What follows belongs to an exercise in optimizing a design on an open flow for small area, a short achievable clock period and few clock cycles per item; a production flow would make more cautious choices. Where RTL was checked, it was by simulation tests only, not by an equivalence proof against the original. No functional check of the RTL was part of runs 2 to 5.

$ cat run.sh
#!/bin/bash
# synth_recipe.tcl (not shown) runs the flow's synth.tcl, then flattens the netlist and writes it again
# the make line also repeats each setting of config.mk as NAME=value (left out here)
make -C /OpenROAD-flow-scripts/flow DESIGN_CONFIG=/design/flow/config.mk WORK_HOME=/design/flow/orfs CLKGATE_MAP_FILE= SYNTH_SCRIPT=/design/flow/synth_recipe.tcl finish
$ cat config.mk
export PLATFORM = sky130hd
export DESIGN_NAME = cpu_top
export DESIGN_NICKNAME = cpu_top
export VERILOG_FILES = /design/flow/design.v
export SDC_FILE = /design/flow/constraint.sdc
export NUM_CORES = 4
export LEC_CHECK = 0
export CAP_MARGIN = 20
export CORE_MARGIN = 2
export CORE_UTILIZATION = 40
export SLEW_MARGIN = 20
$ cat constraint.sdc
create_clock -name core_clock -period 4.0 [get_ports {CLK}]
set_input_delay 0.8000 -clock core_clock [delete_from_list [all_inputs] [get_ports {CLK}]]
set_output_delay 0.8000 -clock core_clock [all_outputs]
set_load 0.01 [all_outputs]
$ cat design.v
`default_nettype none
package cpu_pkg;
   localparam int DATA_W        = 16;   
   localparam int REG_ADDR_W    = 4;    
   localparam int NUM_REGS      = 16;
   localparam int INSTR_CREDITS = 4;    
   localparam int OPC_W         = 4;    
   localparam int IMM_W         = 8;
   localparam int ALU_OP_W      = 3;
   localparam int SHAMT_W       = 4;    
   localparam logic [OPC_W-1:0] OP_RTYPE = 4'b0000;   
   localparam logic [OPC_W-1:0] OP_ANDI  = 4'b0001;
   localparam logic [OPC_W-1:0] OP_ORI   = 4'b0010;
   localparam logic [OPC_W-1:0] OP_XORI  = 4'b0011;
   localparam logic [OPC_W-1:0] OP_ADDI  = 4'b0101;
   localparam logic [OPC_W-1:0] OP_SUBI  = 4'b1001;
   localparam logic [OPC_W-1:0] OP_SHIFT = 4'b1000;   
   localparam logic [OPC_W-1:0] OP_MOVI  = 4'b1101;
   localparam logic [OPC_W-1:0] OP_LUI   = 4'b1111;
   localparam logic [OPC_W-1:0] FN_AND    = 4'b0001;
   localparam logic [OPC_W-1:0] FN_OR     = 4'b0010;
   localparam logic [OPC_W-1:0] FN_XOR    = 4'b0011;
   localparam logic [OPC_W-1:0] FN_ADD    = 4'b0101;
   localparam logic [OPC_W-1:0] FN_SUB    = 4'b1001;
   localparam logic [OPC_W-1:0] FN_MOV    = 4'b1101;
   localparam logic [OPC_W-1:0] FN_LSH    = 4'b0100;   
   localparam logic [OPC_W-1:0] FN_LSHI_L = 4'b0000;
   localparam logic [OPC_W-1:0] FN_LSHI_R = 4'b0001;
   localparam logic [ALU_OP_W-1:0] ALU_ADD    = 3'd0;
   localparam logic [ALU_OP_W-1:0] ALU_SUB    = 3'd1;
   localparam logic [ALU_OP_W-1:0] ALU_AND    = 3'd2;
   localparam logic [ALU_OP_W-1:0] ALU_OR     = 3'd3;
   localparam logic [ALU_OP_W-1:0] ALU_XOR    = 3'd4;
   localparam logic [ALU_OP_W-1:0] ALU_PASS_B = 3'd5;   
   localparam logic [ALU_OP_W-1:0] ALU_SHIFT  = 3'd6;
   typedef union packed
   {
      struct packed
      {
         logic [OPC_W-1:0]      op;
         logic [REG_ADDR_W-1:0] rdest;
         logic [OPC_W-1:0]      op_ex;
         logic [REG_ADDR_W-1:0] rsrc;
      } rr;                                 
      struct packed
      {
         logic [OPC_W-1:0]      op;
         logic [REG_ADDR_W-1:0] rdest;
         logic [IMM_W-1:0]      imm;
      } ri;                                 
   } instr_u;
endpackage
`default_nettype wire
`timescale 1ns/1ps
`default_nettype none
module instr_queue
(
   input  wire         CLK,
   input  wire         rst,
   input  wire         in_valid,        
   input  wire  [15:0] in_instr,
   output logic        q_valid,         
   output logic [15:0] q_instr,
   output logic        credit_return    
);
   logic [15:0] mem [0:3];              
   logic [1:0]  wr_ptr;
   logic [1:0]  rd_ptr;
   logic [2:0]  count;                  
   assign q_valid = (count != 3'd0);    
   assign q_instr = mem[rd_ptr];
   always_ff @(posedge CLK)
   begin
      if (in_valid)
         mem[wr_ptr] <= in_instr;
   end
   always_ff @(posedge CLK)
   begin
      if (!rst)
      begin
         wr_ptr        <= 2'd0;
         rd_ptr        <= 2'd0;
         count         <= 3'd0;
         credit_return <= 1'b0;
      end
      else
      begin
         if (in_valid)
            wr_ptr <= wr_ptr + 2'd1;    
         if (q_valid)
            rd_ptr <= rd_ptr + 2'd1;
         count         <= count + {2'b00, in_valid} - {2'b00, q_valid};
         credit_return <= q_valid;      
      end
   end
endmodule
`default_nettype wire
`timescale 1ns/1ps
`default_nettype none
import cpu_pkg::*;
module instr_decode
(
   input  wire                   CLK,
   input  wire                   rst,
   input  wire                   q_valid,      
   input  wire  [DATA_W-1:0]     q_instr,
   output logic [REG_ADDR_W-1:0] rd_addr_a,    
   output logic [REG_ADDR_W-1:0] rd_addr_b,    
   input  wire  [DATA_W-1:0]     rd_data_a,
   input  wire  [DATA_W-1:0]     rd_data_b,
   input  wire  [DATA_W-1:0]     wb_data,      
   output logic                  ex_valid,
   output logic [ALU_OP_W-1:0]   ex_op,
   output logic [DATA_W-1:0]     ex_a,
   output logic [DATA_W-1:0]     ex_b,
   output logic [REG_ADDR_W-1:0] ex_dest
);
   cpu_pkg::instr_u     iw;
   logic [DATA_W-1:0]   imm_sext;              
   logic [DATA_W-1:0]   imm_zext;              
   logic [DATA_W-1:0]   imm_high;              
   logic [DATA_W-1:0]   src_a;
   logic [DATA_W-1:0]   src_b;
   logic                dec_ok;                
   logic [ALU_OP_W-1:0] dec_op;
   logic [DATA_W-1:0]   dec_b;
   assign iw        = q_instr;
   assign rd_addr_a = iw.rr.rdest;
   assign rd_addr_b = iw.rr.rsrc;
   assign imm_sext = {{(DATA_W-IMM_W){iw.ri.imm[IMM_W-1]}}, iw.ri.imm};
   assign imm_zext = {{(DATA_W-IMM_W){1'b0}}, iw.ri.imm};
   assign imm_high = {iw.ri.imm, {(DATA_W-IMM_W){1'b0}}};   
   assign src_a = (ex_valid && ex_dest == iw.rr.rdest) ? wb_data : rd_data_a;
   assign src_b = (ex_valid && ex_dest == iw.rr.rsrc)  ? wb_data : rd_data_b;
   always_comb
   begin
      dec_ok = 1'b1;
      dec_op = ALU_ADD;
      dec_b  = src_b;
      case (iw.rr.op)
         OP_RTYPE:
         begin
            case (iw.rr.op_ex)
               FN_ADD:  dec_op = ALU_ADD;
               FN_SUB:  dec_op = ALU_SUB;
               FN_AND:  dec_op = ALU_AND;
               FN_OR:   dec_op = ALU_OR;
               FN_XOR:  dec_op = ALU_XOR;
               FN_MOV:  dec_op = ALU_PASS_B;
               default: dec_ok = 1'b0;         
            endcase
         end
         OP_ADDI:
         begin
            dec_op = ALU_ADD;
            dec_b  = imm_sext;
         end
         OP_SUBI:
         begin
            dec_op = ALU_SUB;
            dec_b  = imm_sext;
         end
         OP_ANDI:
         begin
            dec_op = ALU_AND;
            dec_b  = imm_zext;
         end
         OP_ORI:
         begin
            dec_op = ALU_OR;
            dec_b  = imm_zext;
         end
         OP_XORI:
         begin
            dec_op = ALU_XOR;
            dec_b  = imm_zext;
         end
         OP_SHIFT:
         begin
            dec_op = ALU_SHIFT;
            case (iw.rr.op_ex)
               FN_LSH:    dec_b = src_b;       
               FN_LSHI_L: dec_b = imm_sext;    
               FN_LSHI_R: dec_b = imm_sext;
               default:   dec_ok = 1'b0;
            endcase
         end
         OP_MOVI:
         begin
            dec_op = ALU_PASS_B;
            dec_b  = imm_zext;
         end
         OP_LUI:
         begin
            dec_op = ALU_PASS_B;
            dec_b  = imm_high;
         end
         default: dec_ok = 1'b0;
      endcase
   end
   always_ff @(posedge CLK)
   begin
      if (!rst)
         ex_valid <= 1'b0;
      else
         ex_valid <= q_valid && dec_ok;      
   end
   always_ff @(posedge CLK)
   begin
      if (q_valid)
      begin
         ex_op   <= dec_op;
         ex_a    <= src_a;                   
         ex_b    <= dec_b;
         ex_dest <= iw.rr.rdest;
      end
   end
endmodule
`default_nettype wire
`timescale 1ns/1ps
`default_nettype none
import cpu_pkg::*;
module alu_execute
(
   input  wire                   ex_valid,
   input  wire  [ALU_OP_W-1:0]   ex_op,
   input  wire  [DATA_W-1:0]     ex_a,        
   input  wire  [DATA_W-1:0]     ex_b,        
   input  wire  [REG_ADDR_W-1:0] ex_dest,
   output logic                  wb_valid,
   output logic [REG_ADDR_W-1:0] wb_dest,
   output logic [DATA_W-1:0]     wb_data      
);
   logic [SHAMT_W-1:0] shamt;
   logic               shift_right;
   logic [DATA_W-1:0]  stage [0:SHAMT_W];     
   logic [DATA_W-1:0]  shift_out;
   assign shamt       = ex_b[SHAMT_W-1:0];
   assign shift_right = ex_b[SHAMT_W];        
   always_comb
   begin
      stage[0] = ex_a;
      for (int i = 0; i < SHAMT_W; i++)
      begin
         if (!shamt[i])
            stage[i+1] = stage[i];
         else if (shift_right)
            stage[i+1] = stage[i] >> (1 << i);
         else
            stage[i+1] = stage[i] << (1 << i);
      end
   end
   assign shift_out = stage[SHAMT_W];
   always_comb
   begin
      case (ex_op)
         ALU_ADD:    wb_data = ex_a + ex_b;    
         ALU_SUB:    wb_data = ex_a - ex_b;
         ALU_AND:    wb_data = ex_a & ex_b;
         ALU_OR:     wb_data = ex_a | ex_b;
         ALU_XOR:    wb_data = ex_a ^ ex_b;
         ALU_PASS_B: wb_data = ex_b;           
         ALU_SHIFT:  wb_data = shift_out;
         default:    wb_data = '0;             
      endcase
   end
   assign wb_valid = ex_valid;
   assign wb_dest  = ex_dest;
endmodule
`default_nettype wire
`timescale 1ns/1ps
`default_nettype none
import cpu_pkg::*;
module writeback_regfile
(
   input  wire                   CLK,
   input  wire                   rst,
   input  wire  [REG_ADDR_W-1:0] rd_addr_a,
   input  wire  [REG_ADDR_W-1:0] rd_addr_b,
   output logic [DATA_W-1:0]     rd_data_a,     
   output logic [DATA_W-1:0]     rd_data_b,
   input  wire                   wb_valid,
   input  wire  [REG_ADDR_W-1:0] wb_dest,
   input  wire  [DATA_W-1:0]     wb_data,
   output logic                  result_valid,
   output logic [REG_ADDR_W-1:0] result_reg,
   output logic [DATA_W-1:0]     result
);
   logic [DATA_W-1:0] regs [0:NUM_REGS-1];
   assign rd_data_a = regs[rd_addr_a];
   assign rd_data_b = regs[rd_addr_b];
   always_ff @(posedge CLK)
   begin
      if (!rst)
      begin
         for (int i = 0; i < NUM_REGS; i++)
            regs[i] <= '0;                      
         result_valid <= 1'b0;
      end
      else
      begin
         if (wb_valid)
            regs[wb_dest] <= wb_data;
         result_valid <= wb_valid;
      end
   end
   always_ff @(posedge CLK)
   begin
      if (wb_valid)
      begin
         result_reg <= wb_dest;
         result     <= wb_data;
      end
   end
endmodule
`default_nettype wire
`timescale 1ns/1ps
`default_nettype none
import cpu_pkg::*;
module cpu_top
(
   input  wire                   CLK,
   input  wire                   rst,
   input  wire                   in_valid,        
   input  wire  [DATA_W-1:0]     in_instr,
   output logic                  credit_return,
   output logic                  result_valid,    
   output logic [REG_ADDR_W-1:0] result_reg,
   output logic [DATA_W-1:0]     result
);
   logic                  q_valid;
   logic [DATA_W-1:0]     q_instr;
   logic [REG_ADDR_W-1:0] rd_addr_a;
   logic [REG_ADDR_W-1:0] rd_addr_b;
   logic [DATA_W-1:0]     rd_data_a;
   logic [DATA_W-1:0]     rd_data_b;
   logic                  ex_valid;
   logic [ALU_OP_W-1:0]   ex_op;
   logic [DATA_W-1:0]     ex_a;
   logic [DATA_W-1:0]     ex_b;
   logic [REG_ADDR_W-1:0] ex_dest;
   logic                  wb_valid;
   logic [REG_ADDR_W-1:0] wb_dest;
   logic [DATA_W-1:0]     wb_data;
   instr_queue u_queue
   (
      .CLK           (CLK),
      .rst           (rst),
      .in_valid      (in_valid),
      .in_instr      (in_instr),
      .q_valid       (q_valid),
      .q_instr       (q_instr),
      .credit_return (credit_return)
   );
   instr_decode u_decode
   (
      .CLK       (CLK),
      .rst       (rst),
      .q_valid   (q_valid),
      .q_instr   (q_instr),
      .rd_addr_a (rd_addr_a),
      .rd_addr_b (rd_addr_b),
      .rd_data_a (rd_data_a),
      .rd_data_b (rd_data_b),
      .wb_data   (wb_data),         
      .ex_valid  (ex_valid),
      .ex_op     (ex_op),
      .ex_a      (ex_a),
      .ex_b      (ex_b),
      .ex_dest   (ex_dest)
   );
   alu_execute u_execute
   (
      .ex_valid (ex_valid),
      .ex_op    (ex_op),
      .ex_a     (ex_a),
      .ex_b     (ex_b),
      .ex_dest  (ex_dest),
      .wb_valid (wb_valid),
      .wb_dest  (wb_dest),
      .wb_data  (wb_data)
   );
   writeback_regfile u_regfile
   (
      .CLK          (CLK),
      .rst          (rst),
      .rd_addr_a    (rd_addr_a),
      .rd_addr_b    (rd_addr_b),
      .rd_data_a    (rd_data_a),
      .rd_data_b    (rd_data_b),
      .wb_valid     (wb_valid),
      .wb_dest      (wb_dest),
      .wb_data      (wb_data),
      .result_valid (result_valid),
      .result_reg   (result_reg),
      .result       (result)
   );
endmodule
`default_nettype wire
==> metrics.md, run 1 <==
| Metric | Value |
|---|---|
| Placed Cells | `2572` |
| Post-synth EDFFs | `379` |
| Yosys warns | `5` |
| Fin. Hold Viols | `0` |
| Clock latency (worst-skew pair) | `0.57 ns` |
| Post-synth top area share | `50.7%` |
| TritonCTS clock tree | `built` |
| Cell with the most instances after synthesis | `edfxtp_1` |
| Layout area overhead | `12.3%` |
| Worst Skew | `0.0152 ns` |
| Area contributors post-synth | `edfxtp_1, mux4_2, nor2_1, mux2i_1, ha_1` |
| Post-synthesis instance area | `22500 µm²` |
| Layout Cells excl Fill | `2644` |
| CP Buf/Inv Count | `1` |
| MaxCap Viol Count | `0` |
| Worst-path cell chain | `nor4_4, a41o_1, nand2_1, xnor2_1, ha_1, a21oi_1, o21ai_0, or4_1, nor3_1, nor4_1, a211oi_2, buf_4, o221ai_1` |
| I/O pin count | `41` |
| CTS sink count | `391` |
| Clock root cell | `clkbuf_16` |
| Largest area contributor in the netlist | `edfxtp_1` |
| Run status | `no timing/DRC/antenna violations` |
| Vias per cell | `5.93` |
| Setup crit start kind | `register` |
| Crit path kind | `register to register` |
| Number of inserted diodes | `0` |
| Critical Path AT | `4.05 ns` |
| Port bufs | `40` |
| Yosys cell types | `81` |
| Syn nets | `1900` |
| GP Congestion | `0.944` |
| Die ar. | `58100 µm²` |
| Initial antenna violation count | `0` |
| CP Data Required Time | `4.30 ns` |
| Die Width | `241 µm` |
| WL/cell | `24.5 µm` |
| Critical Path Fanout Max | `19` |
| Mux cell area share after synthesis | `17.3%` |
| Hold Buf Count CTS | `0` |
| Area share of and/or/nand/nor cells after synthesis | `11.3%` |
| Clock Pin Slew Worst Setup and Hold Paths | `0.06 ns` |
| Cell count after synthesis | `1825` |
| Synth Register Bits | `391` |
| Total Wirelength | `64900 µm` |
| Post-cts gate resize count | `0` |
| Crit end category | `register` |
| CP peak stage delay | `0.44 ns` |
| Synth Area in XOR/XNOR | `1.36%` |
| Vias in the first global route | `15600` |
| First-pass GRT wire length | `99100 µm` |
| Commonest cells post-synth | `edfxtp_1, nor2_1, mux4_2` |
| Fraction of layout cells with a size suffix above 1 | `17.5%` |
| Post-route minimum period | `3.76 ns` |
| Final net count | `1942` |
| Post-DP HPWL | `44400 µm` |
| Grt total ovfl | `0` |
| Worst slew pin tran | `1.10 ns` |
| Iteration-0 DRC count of the detailed router | `1629` |
| Slew HR | `26.6%` |
| Main combinational cell family by area after synthesis | `multiplexers` |
| Filler cells | `5018` |
| Max H-tree Level | `2` |
| Tcrit/Tclk final | `93.9%` |
| RSZ-0062 raised after global routing | `no` |
| CTS Buf Count | `41` |
| Largest net degree at the start of global routing | `66` |
| Final setup violation count | `0` |
| Register area share after synthesis | `51.7%` |
| DRT antenna net count | `0` |
| Max FFs per register | `256` |
| Asr flop ratio synth | `0%` |
| Gr usage total | `22.8%` |
| First-pass DRT Iterations | `7` |
| CP delay by family, top | `simple AND/OR/NAND/NOR gates` |
| Clock Tree Buf Depth | `3` |
| Slew Viols, Final | `0` |
| Detailed-route via count | `15700` |
| Adder and majority gate portion of the synthesized area | `3.19%` |
| Avg Cell Area, Syn | `12.3 µm²` |
| Setup TNS | `0 ns` |
| DRC | `0` |
| Die height | `241 µm` |
| Primary FF master, synth | `edfxtp_1` |
| Hold Crit Class | `register to register` |
| # rows | `86` |
| Initial Utilization | `40.6%` |
| Highest clock rate | `266 MHz` |
| CP max-delay cell | `edfxtp_1` |
| Post-CTS setup buffers | `0` |
| Synth Area in Compound Gates | `10.9%` |
| Core box area | `55300 µm²` |
-- routing by layer --
metal	wire length, µm	GRT usage (%)	part of all wire (%)	vias up
met1	27900	32.4	43	7950
li1	-	-	-	6989
met4	1960	7.76	3.0	0
met3	4570	2.72	7.0	104
met5	0	0	0	-
met2	30400	36.5	47	623
-- through the flow --
step	utilization [%]	hold WS, ns	worst slack, ns	cell area [µm²]
6_report	45.6	0.556	0.243	25200
5_1_grt	45.6	0.602	0.00986	25200
4_1_cts	45.6	0.565	0.244	25200
3_5_place_dp	43.2	0.555	0.252	23900
3_3_place_gp	43.2	0.545	0.275	23900
2_1_floorplan	-	0.424	0.0819	22500
-- worst register-to-register path: stages (launching register included) --
cell and delay, ns:
edfxtp_1 0.44, nor4_4 0.42, a41o_1 0.30, nand2_1 0.08, xnor2_1 0.13, ha_1 0.38
a21oi_1 0.22, o21ai_0 0.14, or4_1 0.40, nor3_1 0.22, nor4_1 0.11, a211oi_2 0.22
buf_4 0.29, o221ai_1 0.14
-- worst paths after layout --
kind / startpoint / end / slack, ns / cells after the start
hold reg to reg: u_queue.wr_ptr[1] / u_queue.wr_ptr[1] / 0.56 / 2
hold / removal: u_queue.wr_ptr[1] / u_queue.wr_ptr[1] / 0.56 / 2
setup / recovery: u_decode.ex_b[4] / u_decode.ex_b[15] / 0.24 / 13
setup reg to reg: u_decode.ex_b[4] / u_decode.ex_b[15] / 0.24 / 13
-- layout by cell type, fill, tap and decap left out, types with 6 or more instances in the layout --
cell,synthesis,routed
a211o_1,8,8
a211oi_1,57,57
a211oi_2,7,7
a21o_1,6,6
a21oi_1,84,84
a21oi_2,6,6
a31oi_1,7,7
a32o_1,10,10
and2_1,15,15
buf_12,0,6
buf_4,6,91
clkbuf_16,0,41
clkdlybuf4s50_1,0,40
clkinv_1,3,13
clkinv_2,0,8
dfxtp_1,12,12
edfxtp_1,379,379
ha_1,54,53
inv_1,61,61
mux2_2,15,15
mux2i_1,91,91
mux4_2,123,119
nand2_1,105,105
nand2b_1,17,17
nand3_1,13,13
nor2_1,320,319
nor2b_1,34,34
nor3_1,25,25
o211ai_1,21,21
o21a_1,12,12
o21ai_0,38,38
o221ai_1,8,8
o22ai_1,19,19
xnor2_1,27,27
xor2_1,8,8
-- final cells by class --
| type | instances | area (µm²) | area share [%] |
|---|---|---|---|
| inverter | 64 | 240 | 0.952 |
| clock inverter | 26 | 251 | 0.997 |
| tap | 748 | 936 | 3.71 |
| clock buffer | 46 | 1040 | 4.14 |
| multi-input combinational | 1232 | 9930 | 39.4 |
| timing repair buffer | 137 | 1200 | 4.77 |
| sequential | 391 | 11600 | 46.1 |
-- cells by family after synthesis --
family / count (synthesis)
xor gates and xnor gates: 35
DFF: 391
buffers and inverters: 202
muxes: 231
and+or+nand+nor: 567
AOI/OAI and AO/OA: 343
adders and majority gates: 56
Testbench counts, summed over its fixed seeds: cycles 24,024, items 24,000.
==> run 2, diff against run 1 <==
==> design.v (replaced) <==
`default_nettype none
package cpu_pkg;
   localparam int DATA_W     = 16;
   localparam int REG_ADDR_W = 4;
   localparam int NUM_REGS   = 16;
endpackage
`default_nettype wire
`timescale 1ns/1ps
`default_nettype none
module cpu_top
(
   input  wire         CLK,
   input  wire         rst,
   input  wire         in_valid,
   input  wire  [15:0] in_instr,
   output logic        credit_return,
   output logic        result_valid,
   output logic [3:0]  result_reg,
   output logic [15:0] result
);
   logic [3:0]  op, rd, fx, rs;
   logic [7:0]  imm;
   assign op  = in_instr[15:12];
   assign rd  = in_instr[11:8];
   assign fx  = in_instr[7:4];
   assign rs  = in_instr[3:0];
   assign imm = in_instr[7:0];
   logic d_ok, d_arith, d_sub, d_and, d_or, d_xor, d_pass, d_shift, d_use_rs;
   logic [15:0] d_imm;
   always_comb
   begin
      d_ok     = 1'b1;
      d_arith  = 1'b0;
      d_sub    = 1'b0;
      d_and    = 1'b0;
      d_or     = 1'b0;
      d_xor    = 1'b0;
      d_pass   = 1'b0;
      d_shift  = 1'b0;
      d_use_rs = 1'b0;
      d_imm    = {{8{imm[7]}}, imm};
      case (op)
         4'h0:
         begin
            d_use_rs = 1'b1;
            case (fx)
               4'h5: d_arith = 1'b1;
               4'h9: begin d_arith = 1'b1; d_sub = 1'b1; end
               4'h1: d_and  = 1'b1;
               4'h2: d_or   = 1'b1;
               4'h3: d_xor  = 1'b1;
               4'hd: d_pass = 1'b1;
               default: d_ok = 1'b0;
            endcase
         end
         4'h5: d_arith = 1'b1;
         4'h9: begin d_arith = 1'b1; d_sub = 1'b1; end
         4'h1: begin d_and  = 1'b1; d_imm = {8'h00, imm}; end
         4'h2: begin d_or   = 1'b1; d_imm = {8'h00, imm}; end
         4'h3: begin d_xor  = 1'b1; d_imm = {8'h00, imm}; end
         4'hd: begin d_pass = 1'b1; d_imm = {8'h00, imm}; end
         4'hf: begin d_pass = 1'b1; d_imm = {imm, 8'h00}; end
         4'h8:
         begin
            d_shift = 1'b1;
            case (fx)
               4'h4: d_use_rs = 1'b1;
               4'h0, 4'h1: ;
               default: d_ok = 1'b0;
            endcase
         end
         default: d_ok = 1'b0;
      endcase
   end
   logic        e_valid;
   logic        e_arith, e_sub, e_and, e_or, e_xor, e_pass, e_shift;
   logic [3:0]  e_dest;
   logic [15:0] e_a, e_b;
   logic [15:0] alu;
   logic [15:0] regs [0:15];
   logic [15:0] written;               
   logic        fwd_a, fwd_b;
   logic [15:0] rd_a, rd_b;
   assign fwd_a = e_valid && (e_dest == rd);
   assign fwd_b = e_valid && (e_dest == rs);
   always_comb
   begin
      rd_a = '0;
      rd_b = '0;
      for (int i = 0; i < 16; i++)
      begin
         rd_a = rd_a | ({16{written[i] && rd == i}} & regs[i]);
         rd_b = rd_b | ({16{written[i] && rs == i}} & regs[i]);
      end
   end
   always_ff @(posedge CLK)
   begin
      if (!rst)
      begin
         credit_return <= 1'b0;
         e_valid       <= 1'b0;
      end
      else
      begin
         credit_return <= in_valid;
         e_valid       <= in_valid && d_ok;
      end
   end
   always_ff @(posedge CLK)
   begin
      e_arith <= d_arith;
      e_sub   <= d_sub;
      e_and   <= d_and;
      e_or    <= d_or;
      e_xor   <= d_xor;
      e_pass  <= d_pass;
      e_shift <= d_shift;
      e_dest  <= rd;
      e_a     <= fwd_a ? alu : rd_a;
      e_b     <= d_use_rs ? (fwd_b ? alu : rd_b) : d_imm;
   end
   logic [15:0] sum, shl, shr, sh;
   assign sum = e_a + (e_b ^ {16{e_sub}}) + {15'd0, e_sub};
   assign shl = e_a << e_b[3:0];
   assign shr = e_a >> e_b[3:0];
   assign sh  = e_b[4] ? shr : shl;
   assign alu = ({16{e_arith}} & sum)
              | ({16{e_and}}   & (e_a & e_b))
              | ({16{e_or}}    & (e_a | e_b))
              | ({16{e_xor}}   & (e_a ^ e_b))
              | ({16{e_pass}}  & e_b)
              | ({16{e_shift}} & sh);
   always_ff @(posedge CLK)
   begin
      if (!rst)
      begin
         written      <= '0;
         result_valid <= 1'b0;
      end
      else
      begin
         if (e_valid)
            written[e_dest] <= 1'b1;
         result_valid <= e_valid;
      end
   end
   always_ff @(posedge CLK)
   begin
      if (e_valid)
         regs[e_dest] <= alu;
   end
   always_ff @(posedge CLK)
   begin
      result_reg <= e_dest;
      result     <= alu;
   end
endmodule
`default_nettype wire
==> run 2 against run 1 <==
- final cell count fell by 15%
- critical path depth fell by 6
- die area fell by 21%
- flip-flop and latch count fell by 53
- non-clock buffer count rose by 12
- first-iteration DRC count rose by 52%
- clock skew rose by 0.0097 ns
- register-to-register slack improved by 0.27 ns
- hold slack got worse by 0.057 ns
- clock-buffer cell count rose by 6
- highest routed layer is now met5
==> metrics.md, run 2 <==
| Metric | Value |
|---|---|
| Die ar. | `46000 µm²` |
| Critical Path Fanout Max | `17` |
| Post-synth top area share | `43.4%` |
| Port bufs | `40` |
| Largest area contributor in the netlist | `edfxtp_1` |
| Yosys warns | `1` |
| Area contributors post-synth | `edfxtp_1, dfxtp_1, a22oi_1, ha_1, nand2_1` |
| Post-synth EDFFs | `256` |
| DRT antenna net count | `0` |
| Worst Skew | `0.0249 ns` |
| Vias in the first global route | `14500` |
| Primary FF master, synth | `edfxtp_1` |
| RSZ-0062 raised after global routing | `no` |
| Vias per cell | `6.71` |
| Post-CTS setup buffers | `0` |
| Max H-tree Level | `2` |
| Clock Pin Slew Worst Setup and Hold Paths | `0.06 ns` |
| Initial antenna violation count | `2` |
| Hold Crit Class | `register to register` |
| CTS Buf Count | `38` |
| Detailed-route via count | `15100` |
| Run status | `no timing/DRC/antenna violations` |
| Syn nets | `1627` |
| Avg Cell Area, Syn | `11.4 µm²` |
| Crit path kind | `primary input to register` |
| WL/cell | `31.9 µm` |
| Cell with the most instances after synthesis | `edfxtp_1` |
| Highest clock rate | `272 MHz` |
| Worst-path cell chain | `clkdlybuf4s50_1, and3b_1, buf_4, a22oi_1, nand3_1, o31ai_1, o21ai_0` |
| Tcrit/Tclk final | `92.0%` |
| Crit end category | `register` |
| DP Area | `19300 µm²` |
| GP Congestion | `0.993` |
| # rows | `77` |
| DRC | `0` |
| Clock latency (worst-skew pair) | `0.54 ns` |
| CP Buf/Inv Count | `2` |
| Leading cell type in the layout, fill and taps excluded | `edfxtp_1` |
| TritonCTS clock tree | `built` |
| Post-route minimum period | `3.68 ns` |
| First-pass DRT Iterations | `9` |
| Total Wirelength | `71700 µm` |
| Asr flop ratio synth | `0%` |
| Clock Tree Buf Depth | `3` |
| I/O pin count | `41` |
| Final setup violation count | `0` |
| Final net count | `1699` |
| Slew Viols, Final | `0` |
| Post-DP HPWL | `49200 µm` |
| Gr usage total | `30.5%` |
| Worst slew pin tran | `1.17 ns` |
| Setup WS pre-CTS | `-0.0486 ns` |
| Largest net degree at the start of global routing | `47` |
| CTS sink count | `338` |
| Die Width | `214 µm` |
| Fin. Hold Viols | `0` |
| Critical Path AT | `4.05 ns` |
| Register area share after synthesis | `52.7%` |
| Hold slack | `0.500 ns` |
| CP delay by family, top | `compound AO/OA/AOI/OAI gates` |
| Initial Utilization | `40.3%` |
| Layout area overhead | `16.1%` |
| Slew HR | `22.3%` |
| Yosys cell types | `79` |
| MaxCap Viol Count | `0` |
| CP Data Required Time | `4.37 ns` |
| Number of inserted diodes | `0` |
| Iteration-0 DRC count of the detailed router | `2471` |
| Post-synthesis instance area | `17700 µm²` |
| Setup ws final | `0.322 ns` |
| Filler cells | `4026` |
| Synth Register Bits | `338` |
| Most frequent cells in the layout | `edfxtp_1, a22oi_1, nand2_1` |
| Setup TNS | `0 ns` |
| Post-cts gate resize count | `0` |
| Max FFs per register | `256` |
| First-pass GRT wire length | `102000 µm` |
| Clock root cell | `clkbuf_16` |
| Fin area | `20600 µm²` |
| Cell count after synthesis | `1555` |
| Core box area | `43900 µm²` |
| Grt total ovfl | `0` |
| Setup crit start kind | `primary input` |
| Die height | `214 µm` |
| CP max-delay cell | `clkdlybuf4s50_1` |
| Commonest cells post-synth | `edfxtp_1, a22oi_1, nand2_1` |
| Hold Buf Count CTS | `0` |
| CP peak stage delay | `0.86 ns` |
| Fraction of layout cells with a size suffix above 1 | `13.2%` |
run 2: area by class of cell:
type,count,area [µm²],share of cell area [%]
multi-input cells,1047,7750,37.7
clock inverters,17,191,0.931
repair buffers,149,1280,6.23
clock buffers,52,1080,5.24
well taps,592,741,3.60
inverters,53,199,0.967
flip-flops and latches,338,9330,45.4
run 2: cells by family after synthesis:
kind of cell               after synthesis  synth area share [%]
xor gates and xnor gates                31                  1.53
buffers and inverters                  170                  3.97
DFF                                    338                  52.7
adders and majority gates               53                  3.79
muxes                                   60                  5.66
and+or+nand+nor                        440                  13.1
AOI/OAI and AO/OA                      463                  19.3
run 2: final timing paths:
path         slack [ns]   startpoint  depth (start not counted)           end
max                0.32  in_instr[1]                          7       e_b[11]
min                0.50  written[14]                          1   written[14]
max reg2reg        0.51       e_b[0]                          9  regs[11][10]
min reg2reg        0.50  written[14]                          1   written[14]
run 2: worst register-to-register path, stage by stage (launching register included):
cell	delay, ns
dfxtp_2	0.34
mux2i_1	0.32
inv_1	0.10
fa_1	0.45
a211oi_1	0.36
o21ai_0	0.19
a41oi_1	0.41
mux2_2	0.44
and3b_1	0.20
inv_1	0.38
run 2: per-stage QoR:
stage	cells	util [%]
finish	2248	46.8
global route	2248	46.8
CTS	2248	46.8
detailed placement	2179	43.9
global placement	2179	43.9
floorplan	1555	-
run 2: metal layers:
metal | track usage [%] | vias to the layer above | part of all wire (%)
li1 | - | 6269 | -
met1 | 38.4 | 7340 | 37
met2 | 47.4 | 1179 | 45
met3 | 8.70 | 282 | 12
met4 | 16.9 | 4 | 6.5
met5 | 0 | - | 0.036
==> run 3, diff against run 2 <==
--- a/design.v
+++ b/design.v
@@ -122,3 +122,5 @@
    logic [15:0] sum, shl, shr, sh;
-   assign sum = e_a + (e_b ^ {16{e_sub}}) + {15'd0, e_sub};
+   logic [16:0] sum_x;
+   assign sum_x = {e_a, 1'b1} + {e_b ^ {16{e_sub}}, e_sub};
+   assign sum   = sum_x[16:1];
    assign shl = e_a << e_b[3:0];
--- a/config.mk
+++ b/config.mk
@@ -10,2 +10,4 @@
 export CORE_UTILIZATION = 40
+export SETUP_SLACK_MARGIN = 1.8
 export SLEW_MARGIN = 20
+export TNS_END_PERCENT = 100
==> run 3 against run 2 <==
- final area grew 8.8%
- global-route usage increased by 1.5 points
- flip-flop and latch count stayed put
- still clean on timing, DRC and antenna
- area after synthesis is 1.4% lower
==> metrics.md, run 3 <==
| Metric | Value |
|---|---|
| Run status | `no timing/DRC/antenna violations` |
| Placed Cells | `2104` |
| I/O pin count | `41` |
| Clock latency (worst-skew pair) | `0.58 ns` |
| Vias in the first global route | `14700` |
| Vias per cell | `6.82` |
| Cell count after synthesis | `1522` |
| Area contributors post-synth | `edfxtp_1, dfxtp_1, a22oi_1, ha_1, mux4_2` |
| Max H-tree Level | `2` |
| WL/cell | `32.3 µm` |
| Worst slew pin tran | `0.881 ns` |
| Register area share after synthesis | `53.4%` |
| Yosys cell types | `86` |
| Yosys warns | `1` |
| First-pass DRT Iterations | `6` |
| Setup crit start kind | `register` |
| DRC | `0` |
| Highest clock rate | `350 MHz` |
| Largest net degree at the start of global routing | `38` |
| CTS Buf Count | `37` |
| FF/Latch Area | `9370 µm²` |
| Total Wirelength | `73300 µm` |
| Fraction of layout cells with a size suffix above 1 | `28.2%` |
| Commonest cells post-synth | `edfxtp_1, a22oi_1, clkbuf_1` |
| Critical Path Fanout Max | `8` |
| Detailed-route via count | `15500` |
| Grt total ovfl | `0` |
| Final setup violation count | `0` |
| Cell with the most instances after synthesis | `edfxtp_1` |
| Worst-path cell chain | `buf_6, xor2_2, ha_4, a211oi_2, o21a_2, nor3_4, o41ai_4, mux2_4, or2_4, buf_16` |
| Iteration-0 DRC count of the detailed router | `2900` |
| Leading cell type in the layout, fill and taps excluded | `edfxtp_1` |
| Slew Viols, Final | `0` |
| Setup ws final | `1.14 ns` |
| Die ar. | `45300 µm²` |
| Largest area contributor in the netlist | `edfxtp_1` |
| Initial antenna violation count | `1` |
| CP peak stage delay | `0.43 ns` |
| Post-synth top area share | `44.0%` |
| Max FFs per register | `256` |
| CTS sink count | `338` |
| Hold Buf Count CTS | `0` |
| CP max-delay cell | `dfxtp_4` |
| Filler cells | `3701` |
| Gr usage total | `32.0%` |
| Post-synthesis instance area | `17500 µm²` |
| TritonCTS clock tree | `built` |
| Post-DP HPWL | `46400 µm` |
| Tcrit/Tclk final | `71.5%` |
| Final net count | `1727` |
| Post-route minimum period | `2.86 ns` |
| Initial Utilization | `40.5%` |
| Fin area | `22400 µm²` |
| Core box area | `43100 µm²` |
| First-pass GRT wire length | `104000 µm` |
| Clock Tree Buf Depth | `3` |
| Clock Pin Slew Worst Setup and Hold Paths | `0.06 ns` |
| Slew HR | `41.2%` |
| Synth Register Bits | `338` |
| DRT antenna net count | `0` |
| GP Congestion | `1.01` |
| MaxCap Viol Count | `0` |
| Asr flop ratio synth | `0%` |
| Footprint of the multi-input gates | `8530 µm²` |
| DP Area | `19000 µm²` |
| Crit end category | `register` |
| Die Width | `213 µm` |
| Worst Skew | `0.0341 ns` |
| Layout Cells excl Fill | `2269` |
| # rows | `76` |
| Port bufs | `40` |
| CP Data Required Time | `4.34 ns` |
| Post-synth EDFFs | `256` |
| Primary FF master, synth | `edfxtp_1` |
| Crit path kind | `register to register` |
| Syn nets | `1594` |
| Setup WS pre-CTS | `0.0275 ns` |
| Hold Crit Class | `primary input to register` |
| Fin. Hold Viols | `0` |
| Clock root cell | `clkbuf_16` |
| Critical Path AT | `3.20 ns` |
| RSZ-0062 raised after global routing | `yes` |
| Avg Cell Area, Syn | `11.5 µm²` |
| Layout area overhead | `28.2%` |
| Die height | `213 µm` |
| Most frequent cells in the layout | `edfxtp_1, a22oi_1, buf_4` |
run 3: changes by cell type after synthesis, sizes merged, moves of 16 or more:
cell    delta
and3      -26
clkbuf    +20
nand3     +16
a22oi     -56
a22o      +39
a221oi    +45
nand2     -26
run 3: per-stage QoR:
| step | utilization (%) | hold WS, ns | TNS (ns) |
|---|---|---|---|
| after floorplan | - | 0.329 | 0 |
| after global placement | 44.1 | 0.495 | -0.0160 |
| final | 52.0 | 0.490 | 0 |
| after global routing | 52.0 | 0.486 | 0 |
| after detailed placement | 44.1 | 0.498 | 0 |
| after CTS | 50.4 | 0.505 | 0 |
run 3: kinds of logic (layout without fill, tap and decap cells):
group / Yosys count / after routing / share of synthesized area, %
AO/OA/AOI/OAI: 481 / 481 / 20.8
multiplexers: 55 / 55 / 5.12
buffers and inverters: 177 / 333 / 4.15
adder cells (fa/ha/maj): 53 / 53 / 3.80
AND/OR/NAND/NOR: 383 / 387 / 11.0
flip-flops: 338 / 338 / 53.4
other: 0 / 2 / 0
XOR/XNOR: 35 / 35 / 1.76
run 3: critical path: cells and delay by family, from the launching register on:
| family | cells | cell delay, ns |
|---|---|---|
| AO/OA/AOI/OAI | 3 | 0.77 |
| flip-flops | 1 | 0.43 |
| AND/OR/NAND/NOR | 2 | 0.37 |
| multiplexers | 1 | 0.36 |
| buffers and inverters | 2 | 0.29 |
| adder cells (fa/ha/maj) | 1 | 0.23 |
| XOR/XNOR | 1 | 0.17 |
run 3: area by class of cell:
type | count | share of cell area, %
diodes | 2 | 0.0224
clock buffers | 46 | 4.60
clock inverters | 20 | 1.18
inverters | 54 | 1.13
multi-input cells | 1011 | 38.1
flip-flops and latches | 338 | 41.8
well taps | 585 | 3.27
repair buffers | 208 | 9.60
repair inverters | 5 | 0.274
run 3: final timing paths:
path                startpoint            end  slack (ns)  depth (start not counted)
setup reg to reg         e_sub    regs[1][14]        1.14                         10
hold / removal    in_instr[10]      e_dest[2]        0.49                          1
hold reg to reg      e_dest[0]  result_reg[0]        0.50                          0
setup / recovery         e_sub    regs[1][14]        1.14                         10
run 3: repair_timing:
| action | CTS | global route |
|---|---|---|
| cloned | 11 | 1 |
| buffers inserted | 54 | 31 |
| setup endpoints to repair | 403 | 330 |
| pin swaps | 40 | 39 |
| resized for setup | 228 | 91 |
run 3: layer usage:
layer / global-route usage (%) / share of wire [%] / up-vias
met1: 41.7 / 37 / 7473
met5: 0 / 0 / -
met2: 48.8 / 44 / 1380
li1: - / - / 6284
met4: 17.3 / 6.5 / 0
met3: 8.47 / 12 / 347
==> run 4, diff against run 3 <==
--- a/config.mk
+++ b/config.mk
@@ -10,3 +10,3 @@
 export CORE_UTILIZATION = 40
-export SETUP_SLACK_MARGIN = 1.8
+export SETUP_SLACK_MARGIN = 2.4
 export SLEW_MARGIN = 20
==> run 4 against run 3 <==
- final area is 4.4% higher
- critical path depth up 3
- synthesized cell count stayed put
- non-clock buffer count increased by 54
- maximum frequency decreased by 3.6%
- first-iteration DRC count up 0.24%
- largest cell class unchanged
- via count grew 1.9%
==> metrics.md, run 4 <==
| Metric | Value |
|---|---|
| Primary FF master, synth | `edfxtp_1` |
| Post-DP HPWL | `45700 µm` |
| Layout area overhead | `33.8%` |
| Vias per cell | `6.78` |
| Yosys cell types | `86` |
| Die Width | `213 µm` |
| Post-route minimum period | `2.97 ns` |
| DP Area | `19000 µm²` |
| WL met3 | `9260 µm` |
| Setup TNS | `0 ns` |
| Max H-tree Level | `2` |
| Max FFs per register | `256` |
| Filler cells | `3560` |
| Hold Startpoint | `e_dest[0]` |
| DRT antenna net count | `0` |
| DR top layer | `met5` |
| Port bufs | `40` |
| Clock latency (worst-skew pair) | `0.56 ns` |
| Met1 Wirelength | `28200 µm` |
| TritonCTS clock tree | `built` |
| First-pass DRT Iterations | `10` |
| CP Data Required Time | `4.48 ns` |
| First-pass GRT wire length | `105000 µm` |
| Placed Cells | `2100` |
| Hold worst-path end | `result_reg[0]` |
| Commonest cells post-synth | `edfxtp_1, a22oi_1, clkbuf_1` |
| Highest clock rate | `337 MHz` |
| Critical Path Fanout Max | `5` |
| Synth Register Bits | `338` |
| FF/Latch Area | `9380 µm²` |
| Hold depth | `0` |
| Layout Cells excl Fill | `2327` |
| Avg Cell Area, Syn | `11.5 µm²` |
| Clock Pin Slew Worst Setup and Hold Paths | `0.07 ns` |
| I/O pin count | `41` |
| Post-synth top area share | `44.0%` |
| Initial antenna violation count | `1` |
| MaxCap Viol Count | `0` |
| Footprint of the multi-input gates | `8800 µm²` |
| Largest net degree at the start of global routing | `39` |
| Worst slew pin tran | `0.913 ns` |
| Hold Crit Class | `register to register` |
| RSZ-0062 raised after global routing | `yes` |
| Asr flop ratio synth | `0%` |
| Total Wirelength | `75700 µm` |
| Most frequent cells in the layout | `edfxtp_1, a22oi_1, buf_4` |
| R2R Path Start | `e_sub` |
| Worst Skew | `0.0183 ns` |
| Die height | `213 µm` |
| Yosys warns | `1` |
| Gr usage total | `32.5%` |
| Leading cell type in the layout, fill and taps excluded | `edfxtp_1` |
| Fin area | `23400 µm²` |
| WL/cell | `32.5 µm` |
| Fraction of layout cells with a size suffix above 1 | `33.8%` |
| Iteration-0 DRC count of the detailed router | `2907` |
| DRC | `0` |
| Crit path kind | `register to register` |
| GP Congestion | `0.974` |
| Cell with the most instances after synthesis | `edfxtp_1` |
| Final net count | `1784` |
| Post-synthesis instance area | `17500 µm²` |
| Die ar. | `45300 µm²` |
| Tcrit/Tclk final | `74.2%` |
| Fin. Hold Viols | `0` |
| R2R depth | `13` |
| Core box area | `43100 µm²` |
| Detailed-route via count | `15800` |
| Setup crit start kind | `register` |
| WL met2 | `33100 µm` |
| Largest area contributor in the netlist | `edfxtp_1` |
| Slew HR | `39.1%` |
| CTS sink count | `338` |
| Cell count after synthesis | `1522` |
| Hold Buf Count CTS | `0` |
| Grt total ovfl | `0` |
| Clock root cell | `clkbuf_16` |
| R2R Path End | `e_b[11]` |
| Critical Path AT | `3.45 ns` |
| Register area share after synthesis | `53.4%` |
| Area contributors post-synth | `edfxtp_1, dfxtp_1, a22oi_1, ha_1, mux4_2` |
| Run status | `no timing/DRC/antenna violations` |
| Clock Tree Buf Depth | `3` |
| Crit end category | `register` |
| Post-synth EDFFs | `256` |
| Vias in the first global route | `15000` |
| # rows | `76` |
| Slew Viols, Final | `0` |
| Syn nets | `1594` |
| CTS Buf Count | `37` |
| Initial Utilization | `40.5%` |
| Final setup violation count | `0` |
[run 4: cells by family after synthesis]
family / after synthesis / synth area share (%)
buffers and inverters: 177 / 4.15
XOR/XNOR: 35 / 1.76
multiplexers: 55 / 5.12
adder cells (fa/ha/maj): 53 / 3.80
AND/OR/NAND/NOR: 383 / 11.0
AO/OA/AOI/OAI: 481 / 20.8
flip-flops: 338 / 53.4
[run 4: routing by layer]
| metal | GRT usage [%] | vias up |
|---|---|---|
| li1 | - | 6408 |
| met3 | 7.46 | 342 |
| met5 | 0 | - |
| met4 | 19.6 | 2 |
| met1 | 42.2 | 7709 |
| met2 | 49.7 | 1313 |
[run 4: worst max path at each step]
stage                           start           to
after floorplan                e_b[0]      e_a[14]
after global placement    in_instr[2]       e_b[1]
after detailed placement  in_instr[2]       e_b[1]
after CTS                       e_sub  regs[6][14]
after global routing            e_sub  regs[6][14]
final                           e_sub      e_b[11]
[run 4: stage by stage]
stage	worst slack, ns	hold slack (ns)	util (%)
floorplan	0.982	0.330	-
global placement	-0.00676	0.436	44.2
detailed placement	-0.0321	0.437	44.2
CTS	1.04	0.475	52.7
global route	0.963	0.483	54.2
finish	1.03	0.482	54.3
[run 4: timing repair]
action,4_1_cts,5_1_grt
pin swaps,66,53
setup buffers,114,28
gates cloned,10,6
setup endpoints to repair,603,558
gates resized for setup,397,76
[run 4: worst max-delay path: stages, from the launching register on]
cell	delay (ns)
dfxtp_4	0.38
buf_4	0.14
buf_4	0.13
xor2_1	0.16
ha_2	0.37
a21o_1	0.17
a22oi_2	0.14
buf_4	0.16
a211oi_1	0.27
mux2i_1	0.39
a21oi_2	0.09
buf_4	0.18
and3_1	0.18
o21ai_1	0.12
[run 4: cell type report]
class | count | share of cell area, %
repair inverters | 5 | 0.171
well taps | 585 | 3.13
diodes | 1 | 0.0107
clock buffers | 49 | 4.47
repair buffers | 262 | 12.3
clock inverters | 19 | 0.974
flip-flops and latches | 338 | 40.1
multi-input cells | 1014 | 37.6
inverters | 54 | 1.14
==> run 5, diff against run 4 <==
--- a/design.v
+++ b/design.v
@@ -77,20 +77,28 @@
    logic [3:0]  e_dest;
-   logic [15:0] e_a, e_b;
-   logic [15:0] alu;
+   logic [15:0] e_a;
+   logic [15:0] e_b;                   
+   logic [15:0] sum, alu_rest, alu;
    logic [15:0] regs [0:15];
    logic [15:0] written;               
-   logic        fwd_a, fwd_b;
-   logic [15:0] rd_a, rd_b;
-   assign fwd_a = e_valid && (e_dest == rd);
-   assign fwd_b = e_valid && (e_dest == rs);
+   logic        fwd_ea, fwd_eb, fwd_wa, fwd_wb;
+   logic [15:0] rf_a, rf_b, rd_a, rd_b, b_other;
+   logic [15:0] sub_mask;
+   assign fwd_ea = e_valid && (e_dest == rd);
+   assign fwd_eb = e_valid && (e_dest == rs);
+   assign fwd_wa = result_valid && (result_reg == rd);
+   assign fwd_wb = result_valid && (result_reg == rs);
    always_comb
    begin
-      rd_a = '0;
-      rd_b = '0;
+      rf_a = '0;
+      rf_b = '0;
       for (int i = 0; i < 16; i++)
       begin
-         rd_a = rd_a | ({16{written[i] && rd == i}} & regs[i]);
-         rd_b = rd_b | ({16{written[i] && rs == i}} & regs[i]);
+         rf_a = rf_a | ({16{written[i] && rd == i}} & regs[i]);
+         rf_b = rf_b | ({16{written[i] && rs == i}} & regs[i]);
       end
    end
+   assign rd_a     = fwd_wa ? result : rf_a;
+   assign rd_b     = fwd_wb ? result : rf_b;
+   assign sub_mask = {16{d_sub}};
+   assign b_other  = (d_use_rs ? rd_b : d_imm) ^ sub_mask;
    always_ff @(posedge CLK)
@@ -118,18 +126,18 @@
       e_dest  <= rd;
-      e_a     <= fwd_a ? alu : rd_a;
-      e_b     <= d_use_rs ? (fwd_b ? alu : rd_b) : d_imm;
+      e_a     <= fwd_ea ? alu : rd_a;
+      e_b     <= (d_use_rs && fwd_eb) ? (alu ^ sub_mask) : b_other;
    end
-   logic [15:0] sum, shl, shr, sh;
    logic [16:0] sum_x;
-   assign sum_x = {e_a, 1'b1} + {e_b ^ {16{e_sub}}, e_sub};
+   logic [15:0] shl, shr, sh;
+   assign sum_x = {e_a, 1'b1} + {e_b, e_sub};
    assign sum   = sum_x[16:1];
-   assign shl = e_a << e_b[3:0];
-   assign shr = e_a >> e_b[3:0];
-   assign sh  = e_b[4] ? shr : shl;
-   assign alu = ({16{e_arith}} & sum)
-              | ({16{e_and}}   & (e_a & e_b))
-              | ({16{e_or}}    & (e_a | e_b))
-              | ({16{e_xor}}   & (e_a ^ e_b))
-              | ({16{e_pass}}  & e_b)
-              | ({16{e_shift}} & sh);
+   assign shl   = e_a << e_b[3:0];
+   assign shr   = e_a >> e_b[3:0];
+   assign sh    = e_b[4] ? shr : shl;
+   assign alu_rest = ({16{e_and}}   & (e_a & e_b))
+                   | ({16{e_or}}    & (e_a | e_b))
+                   | ({16{e_xor}}   & (e_a ^ e_b))
+                   | ({16{e_pass}}  & e_b)
+                   | ({16{e_shift}} & sh);
+   assign alu      = ({16{e_arith}} & sum) | alu_rest;
    always_ff @(posedge CLK)
@@ -143,4 +151,4 @@
       begin
-         if (e_valid)
-            written[e_dest] <= 1'b1;
+         if (result_valid)
+            written[result_reg] <= 1'b1;
          result_valid <= e_valid;
@@ -150,4 +158,4 @@
    begin
-      if (e_valid)
-         regs[e_dest] <= alu;
+      if (result_valid)
+         regs[result_reg] <= result;
    end
--- a/config.mk
+++ b/config.mk
@@ -7,2 +7,3 @@
 export LEC_CHECK = 0
+export ABC_AREA = 1
 export CAP_MARGIN = 20
@@ -10,3 +11,3 @@
 export CORE_UTILIZATION = 40
-export SETUP_SLACK_MARGIN = 2.4
+export SETUP_SLACK_MARGIN = 2.0
 export SLEW_MARGIN = 20
==> run 5 against run 4 <==
- still clean
- die area is 7.9% higher
- first-iteration DRC count is 9.5% lower
- flip-flop and latch count stayed put
- core utilization is 2.3 points lower
- synthesized cell count is 52% higher
- global-route usage is 1.4 points higher
- critical endpoint is now e_b[7]
- largest cell class unchanged
==> metrics.md, run 5 <==
| Metric | Value |
|---|---|
| Clock latency (worst-skew pair) | `0.58 ns` |
| Commonest cells post-synth | `nand2_1, edfxtp_1, nand3_1` |
| Hold depth | `0` |
| Gr usage total | `33.9%` |
| Asr flop ratio synth | `0%` |
| Crit end category | `register` |
| Post-synth top area share | `40.7%` |
| Setup TNS | `0 ns` |
| Vias per cell | `5.98` |
| Post-synthesis instance area | `18900 µm²` |
| Tcrit/Tclk final | `51.7%` |
| DP Area | `20200 µm²` |
| Worst slew pin tran | `0.795 ns` |
| Iteration-0 DRC count of the detailed router | `2632` |
| First-pass DRT Iterations | `8` |
| Setup WS pre-CTS | `0.497 ns` |
| Clock Pin Slew Worst Setup and Hold Paths | `0.06 ns` |
| Total Wirelength | `85400 µm` |
| Hold Crit Class | `register to register` |
| Slew HR | `46.9%` |
| I/O pin count | `41` |
| Layout Cells excl Fill | `3136` |
| Worst Skew | `0.0310 ns` |
| Vias in the first global route | `17600` |
| Final Util | `52.0%` |
| Clock Tree Buf Depth | `3` |
| Primary FF master, synth | `edfxtp_1` |
| Final setup violation count | `0` |
| Fin. Hold Viols | `0` |
| Critical Path AT | `2.51 ns` |
| TritonCTS clock tree | `built` |
| Setup crit start kind | `register` |
| WL/cell | `27.2 µm` |
| Slew Viols, Final | `0` |
| Hold worst-path end | `result_reg[3]` |
| Layout area overhead | `28.3%` |
| Detailed-route via count | `18700` |
| Leading cell type in the layout, fill and taps excluded | `nand2_1` |
| Post-synth EDFFs | `256` |
| DRT antenna net count | `0` |
| Avg Cell Area, Syn | `8.17 µm²` |
| Final net count | `2557` |
| Largest area contributor in the netlist | `edfxtp_1` |
| Most frequent cells in the layout | `nand2_1, edfxtp_1, nand3_1` |
| Initial antenna violation count | `3` |
| Fin area | `24200 µm²` |
| # rows | `79` |
| Hold Buf Count CTS | `0` |
| Clock root cell | `clkbuf_16` |
| Synth Register Bits | `338` |
| Register area share after synthesis | `49.4%` |
| Core box area | `46600 µm²` |
| Largest net degree at the start of global routing | `31` |
| Fraction of layout cells with a size suffix above 1 | `24.6%` |
| MaxCap Viol Count | `0` |
| Post-route minimum period | `2.07 ns` |
| Initial Utilization | `40.5%` |
| Cell with the most instances after synthesis | `nand2_1` |
| Syn nets | `2366` |
| Cell count after synthesis | `2308` |
| Post-DP HPWL | `56600 µm` |
| CTS sink count | `338` |
| Placed Cells | `2944` |
| CTS Buf Count | `39` |
| Max H-tree Level | `2` |
| Die Width | `221 µm` |
| R2R Path Start | `result_reg[2]` |
| Port bufs | `40` |
| Setup ws final | `1.93 ns` |
| Area contributors post-synth | `edfxtp_1, nand2_1, dfxtp_1, nand3_1, inv_1` |
| Critical Path Fanout Max | `8` |
| GP Congestion | `0.994` |
| CP Data Required Time | `4.44 ns` |
| Hold Startpoint | `e_dest[3]` |
| Die ar. | `48900 µm²` |
| Die height | `221 µm` |
| Max FFs per register | `256` |
| R2R Path End | `e_b[7]` |
| Number of inserted diodes | `0` |
| First-pass GRT wire length | `121000 µm` |
| R2R depth | `12` |
| Run status | `no timing/DRC/antenna violations` |
| Highest clock rate | `484 MHz` |
| Yosys cell types | `54` |
| Grt total ovfl | `0` |
| Yosys warns | `1` |
| Crit path kind | `register to register` |
| DRC | `0` |
| RSZ-0062 raised after global routing | `yes` |
run 5: cell count changes in the layout (fill, tap and decap cells not counted), moves of 29 or more:
cell      before  now
nand2_1       74  697
o21ai_0       22   70
a22o_1        57   11
a221oi_1      58   16
nor2_1        56  143
nand3_2        2   36
a22oi_1      149   20
nand3_1       57  203
inv_1         41  195
nand4_1       17   73
nor2_2         3   32
run 5: worst max-delay path: stages (launching register included):
cell,delay (ns)
dfxtp_4,0.34
buf_4,0.17
xor2_2,0.18
nor2_2,0.13
nand3_4,0.28
buf_12,0.26
buf_4,0.13
nand3b_1,0.09
o21ai_2,0.09
nand2_1,0.08
nand2_1,0.05
nand2_1,0.06
nand2_1,0.06
run 5: final cells by class:
class	count	area, µm²
Clock inverter	20	224
Fill cell	4327	22400
Timing Repair inverter	2	17.5
Tap cell	607	759
Timing Repair Buffer	227	2340
Clock buffer	51	1080
Multi-Input combinational cell	1646	9270
Sequential cell	338	9450
Inverter	245	1060
run 5: what timing repair did:
action | CTS | global route
endpoints found under the hold margin | 0 | 0
setup buffers | 90 | 26
resized for setup | 401 | 172
pin swaps | 49 | 55
setup endpoints to repair | 186 | 48
gates cloned | 3 | 2
run 5: how the worst max path moves through the flow:
stage               depth (start not counted)      end  slack (ns)          start
floorplan                                  11  e_a[15]        1.98   in_instr[10]
global placement                           13  e_b[14]        0.50    in_instr[0]
detailed placement                         13  e_b[14]        0.50    in_instr[0]
CTS                                        11   e_b[7]        1.94         e_b[1]
global route                               14  e_b[13]        1.88         e_a[3]
finish                                     12   e_b[7]        1.93  result_reg[2]
run 5: through the flow:
step,hold slack (ns)
global route,0.404
global placement,0.389
finish,0.392
CTS,0.390
floorplan,0.361
detailed placement,0.387
run 5: routing by layer:
metal	GRT usage, %	routed length (µm)	vias up	share of wire, %
li1	-	-	8228	-
met1	43.7	32500	8899	38
met2	52.8	37600	1290	44
met3	7.02	9120	326	11
met4	20.1	6130	4	7.2
met5	0	21	-	0.025
run 5: cell families (layout without fill, tap and decap cells):
family | after synthesis | count (layout) | share of synthesized area [%]
DFF | 338 | 338 | 49.4
AOI/OAI and AO/OA | 301 | 301 | 9.75
xor gates and xnor gates | 4 | 4 | 0.226
and+or+nand+nor | 1302 | 1302 | 30.6
adders and majority gates | 39 | 39 | 2.63
buffers and inverters | 324 | 545 | 7.37
==> run 6, diff against run 5 <==
--- a/design.v
+++ b/design.v
@@ -133,5 +133,11 @@
    assign sum   = sum_x[16:1];
-   assign shl   = e_a << e_b[3:0];
-   assign shr   = e_a >> e_b[3:0];
-   assign sh    = e_b[4] ? shr : shl;
+   logic [15:0] a_rev, sl, sl_rev;
+   always_comb
+      for (int i = 0; i < 16; i++)
+         a_rev[i] = e_a[15 - i];
+   assign sl = (e_b[4] ? a_rev : e_a) << e_b[3:0];
+   always_comb
+      for (int i = 0; i < 16; i++)
+         sl_rev[i] = sl[15 - i];
+   assign sh = e_b[4] ? sl_rev : sl;
    assign alu_rest = ({16{e_and}}   & (e_a & e_b))
--- a/config.mk
+++ b/config.mk
@@ -10,3 +10,3 @@
 export CORE_MARGIN = 2
-export CORE_UTILIZATION = 40
+export CORE_UTILIZATION = 55
 export SETUP_SLACK_MARGIN = 2.0
==> run 6 against run 5 <==
- critical path depth is 1 higher
- die area is 32% lower
- synthesized cell count is 10% lower
- largest cell class unchanged
- highest routed layer unchanged
- clock skew is 0.0056 ns lower
- flip-flop and latch count stayed put
- sequential share of layout area is 2.6 points higher
- area after synthesis is 6.6% lower
==> metrics.md, run 6 <==
| Metric | Value |
|---|---|
| Hold Crit Class | `register to register` |
| Yosys cell types | `46` |
| TritonCTS clock tree | `built` |
| Setup TNS | `0 ns` |
| Largest net degree at the start of global routing | `28` |
| Placed Cells | `2522` |
| RSZ-0062 raised after global routing | `yes` |
| CP peak stage delay | `0.27 ns` |
| DRT antenna net count | `0` |
| DRC | `0` |
| FF/Latch Area | `9440 µm²` |
| Crit path kind | `primary input to register` |
| Gr usage total | `44.6%` |
| Layout Cells excl Fill | `2708` |
| Max H-tree Level | `2` |
| DR top layer | `met5` |
| Detailed-route via count | `18000` |
| Fraction of layout cells with a size suffix above 1 | `25.6%` |
| Clock Pin Slew Worst Setup and Hold Paths | `0.06 ns` |
| Met1 Wirelength | `26800 µm` |
| Synth Register Bits | `338` |
| Area contributors post-synth | `edfxtp_1, nand2_1, dfxtp_1, nand3_1, inv_1` |
| GP Congestion | `1.06` |
| Post-synthesis instance area | `17600 µm²` |
| Mux cell area share after synthesis | `0%` |
| Clock Tree Buf Depth | `3` |
| Total Wirelength | `75700 µm` |
| Worst slew pin tran | `0.744 ns` |
| Hold Buf Count CTS | `0` |
| Worst Skew | `0.0254 ns` |
| Primary FF master, synth | `edfxtp_1` |
| Critical Path Fanout Max | `9` |
| WL/cell | `27.9 µm` |
| Grt total ovfl | `0` |
| Highest clock rate | `490 MHz` |
| Slew HR | `50.3%` |
| Most frequent cells in the layout | `nand2_1, edfxtp_1, inv_1` |
| Area share of and/or/nand/nor cells after synthesis | `25.5%` |
| Final setup violation count | `0` |
| Top cell by count, worst path | `nand2_1` |
| Max FFs per register | `256` |
| Filler cells | `2437` |
| Final net count | `2338` |
| I/O pin count | `41` |
| Port bufs | `40` |
| WL met2 | `31700 µm` |
| Die Width | `183 µm` |
| Critical Path AT | `2.46 ns` |
| Synth Area in XOR/XNOR | `0.248%` |
| Fin. Hold Viols | `0` |
| Synth Area in Compound Gates | `12.0%` |
| # rows | `65` |
| Yosys warns | `1` |
| Slew Viols, Final | `0` |
| Crit end category | `register` |
| Number of inserted diodes | `0` |
| CP max-delay cell | `o21ai_2` |
| CTS Buf Count | `36` |
| Leading cell type in the layout, fill and taps excluded | `nand2_1` |
| First-pass DRT Iterations | `8` |
| Iteration-0 DRC count of the detailed router | `3353` |
| Tcrit/Tclk final | `51.1%` |
| Initial Utilization | `55.9%` |
| Worst-path cell chain | `buf_12, nand2_8, nor2_1, nand2_2, inv_2, nand2_1, nand2_1, nor2_1, nand3_1, o21ai_2, nand3_2, nand3_1, nand2_1` |
| Clock latency (worst-skew pair) | `0.54 ns` |
| Syn nets | `2134` |
| Cell with the most instances after synthesis | `nand2_1` |
| Initial antenna violation count | `1` |
| Core box area | `31600 µm²` |
| Post-synth EDFFs | `256` |
| Footprint of the multi-input gates | `8420 µm²` |
| Main combinational cell family by area after synthesis | `simple AND/OR/NAND/NOR gates` |
| Commonest cells post-synth | `nand2_1, edfxtp_1, nand3_1` |
| Die height | `183 µm` |
| MaxCap Viol Count | `0` |
| CTS sink count | `338` |
| Largest area contributor in the netlist | `edfxtp_1` |
| Post-route minimum period | `2.04 ns` |
| Layout area overhead | `28.5%` |
| Adder and majority gate portion of the synthesized area | `2.74%` |
| Post-synth top area share | `43.6%` |
| Post-DP HPWL | `48000 µm` |
| Vias in the first global route | `16600` |
| Cell count after synthesis | `2077` |
| WL met3 | `11000 µm` |
| Setup crit start kind | `primary input` |
| Vias per cell | `6.63` |
| Avg Cell Area, Syn | `8.49 µm²` |
| Die ar. | `33500 µm²` |
| Register area share after synthesis | `52.9%` |
| Run status | `no timing/DRC/antenna violations` |
| Asr flop ratio synth | `0%` |
| First-pass GRT wire length | `108000 µm` |
| CP Data Required Time | `4.42 ns` |
| Clock root cell | `clkbuf_16` |
==> run 6: cell count changes in the layout (fill, tap and decap cells not counted), sizes merged, moves of 21 or more <==
cell and change:
nand4 -21, inv -24, nand2 -183, nand3 -29
o22ai +26, nor2 -32
==> run 6: critical path: cells and delay by family <==
family          cells  cell delay (ns)
compound gates      1             0.27
simple gates       10             1.04
buf+inv             2             0.33
==> run 6: metrics by stage <==
step                      setup slack (ns)  hold WS, ns  util (%)  cell area (µm²)
after floorplan                       1.92        0.364         -            18000
after global placement               0.575        0.392      60.3            19000
after detailed placement             0.549        0.392      60.3            19000
after CTS                             1.97        0.390      69.0            21800
after global routing                  1.86        0.399      71.8            22600
final                                 1.96        0.393      71.8            22600
==> run 6: path summary, 6_finish.rpt <==
path / from / to / slack (ns) / depth (start not counted)
hold reg to reg: e_dest[3] / result_reg[3] / 0.39 / 0
setup reg to reg: e_b[0] / e_a[12] / 1.99 / 13
hold / removal: e_dest[3] / result_reg[3] / 0.39 / 0
setup / recovery: in_instr[3] / e_b[11] / 1.96 / 13
==> run 6: logic make-up after synthesis <==
family / Yosys count
flip-flops: 338
buffers and inverters: 294
XOR/XNOR: 5
adder cells (fa/ha/maj): 38
AND/OR/NAND/NOR: 1046
AO/OA/AOI/OAI: 356
==> run 6: cell type report <==
| class | count | share of cell area (%) |
|---|---|---|
| multi-input cells | 1445 | 37.2 |
| repair buffers | 224 | 9.06 |
| inverters | 235 | 4.80 |
| flip-flops and latches | 338 | 41.7 |
| clock inverters | 14 | 0.597 |
| well taps | 402 | 2.22 |
| repair inverters | 1 | 0.0387 |
| clock buffers | 49 | 4.41 |
==> run 6: repair_timing <==
action	CTS	global route
buffers inserted	88	31
setup endpoints to repair	109	83
pin swaps	46	89
gates cloned	2	2
resized for setup	337	213
==> run 6: routing by layer <==
metal	global-route usage, %	up-vias
met4	28.6	2
met3	13.8	425
met2	65.8	1613
met5	0	-
li1	-	7604
met1	57.3	8319
Testbench counts of run 6, summed over its fixed seeds: cycles 24,016, items 24,000.

## static timing again, ports no longer ideal
Ports are ideal in the flow. The routed layouts listed here were re-timed in OpenROAD. Step 1 assumes that a clkbuf_16 drives the clock port and a buf_2 every other input. Step 2 also shifts input and output timing later by t, the mid clock arrival at the registers, as if the neighbouring blocks saw the same clock. Three values: ideal ports, drivers, drivers and shift; two values: the first two.
run	t, ns	setup slack, ns	worst setup path at the end	worst register clock-pin slew, ns
run 1	0.614	0.243 / 0.243 / 0.243	register to register	0.06 / 0.06
run 2	0.585	0.322 / 0.352 / -0.233	input to register	0.07 / 0.07
run 3	0.619	1.139 / 1.139 / 0.800	input to register	0.07 / 0.07
run 4	0.608	1.032 / 1.032 / 0.777	input to register	0.07 / 0.07
run 5	0.622	1.932 / 1.932 / 1.367	input to register	0.07 / 0.07
run 6	0.581	1.957 / 1.945 / 1.385	input to register	0.07 / 0.07
Met with ideal ports but missed after step 2: setup timing in run 2. For run 6, which loses most, drivers alone change the setup slack by -0.012 ns; drivers and shift together by -0.572 ns.
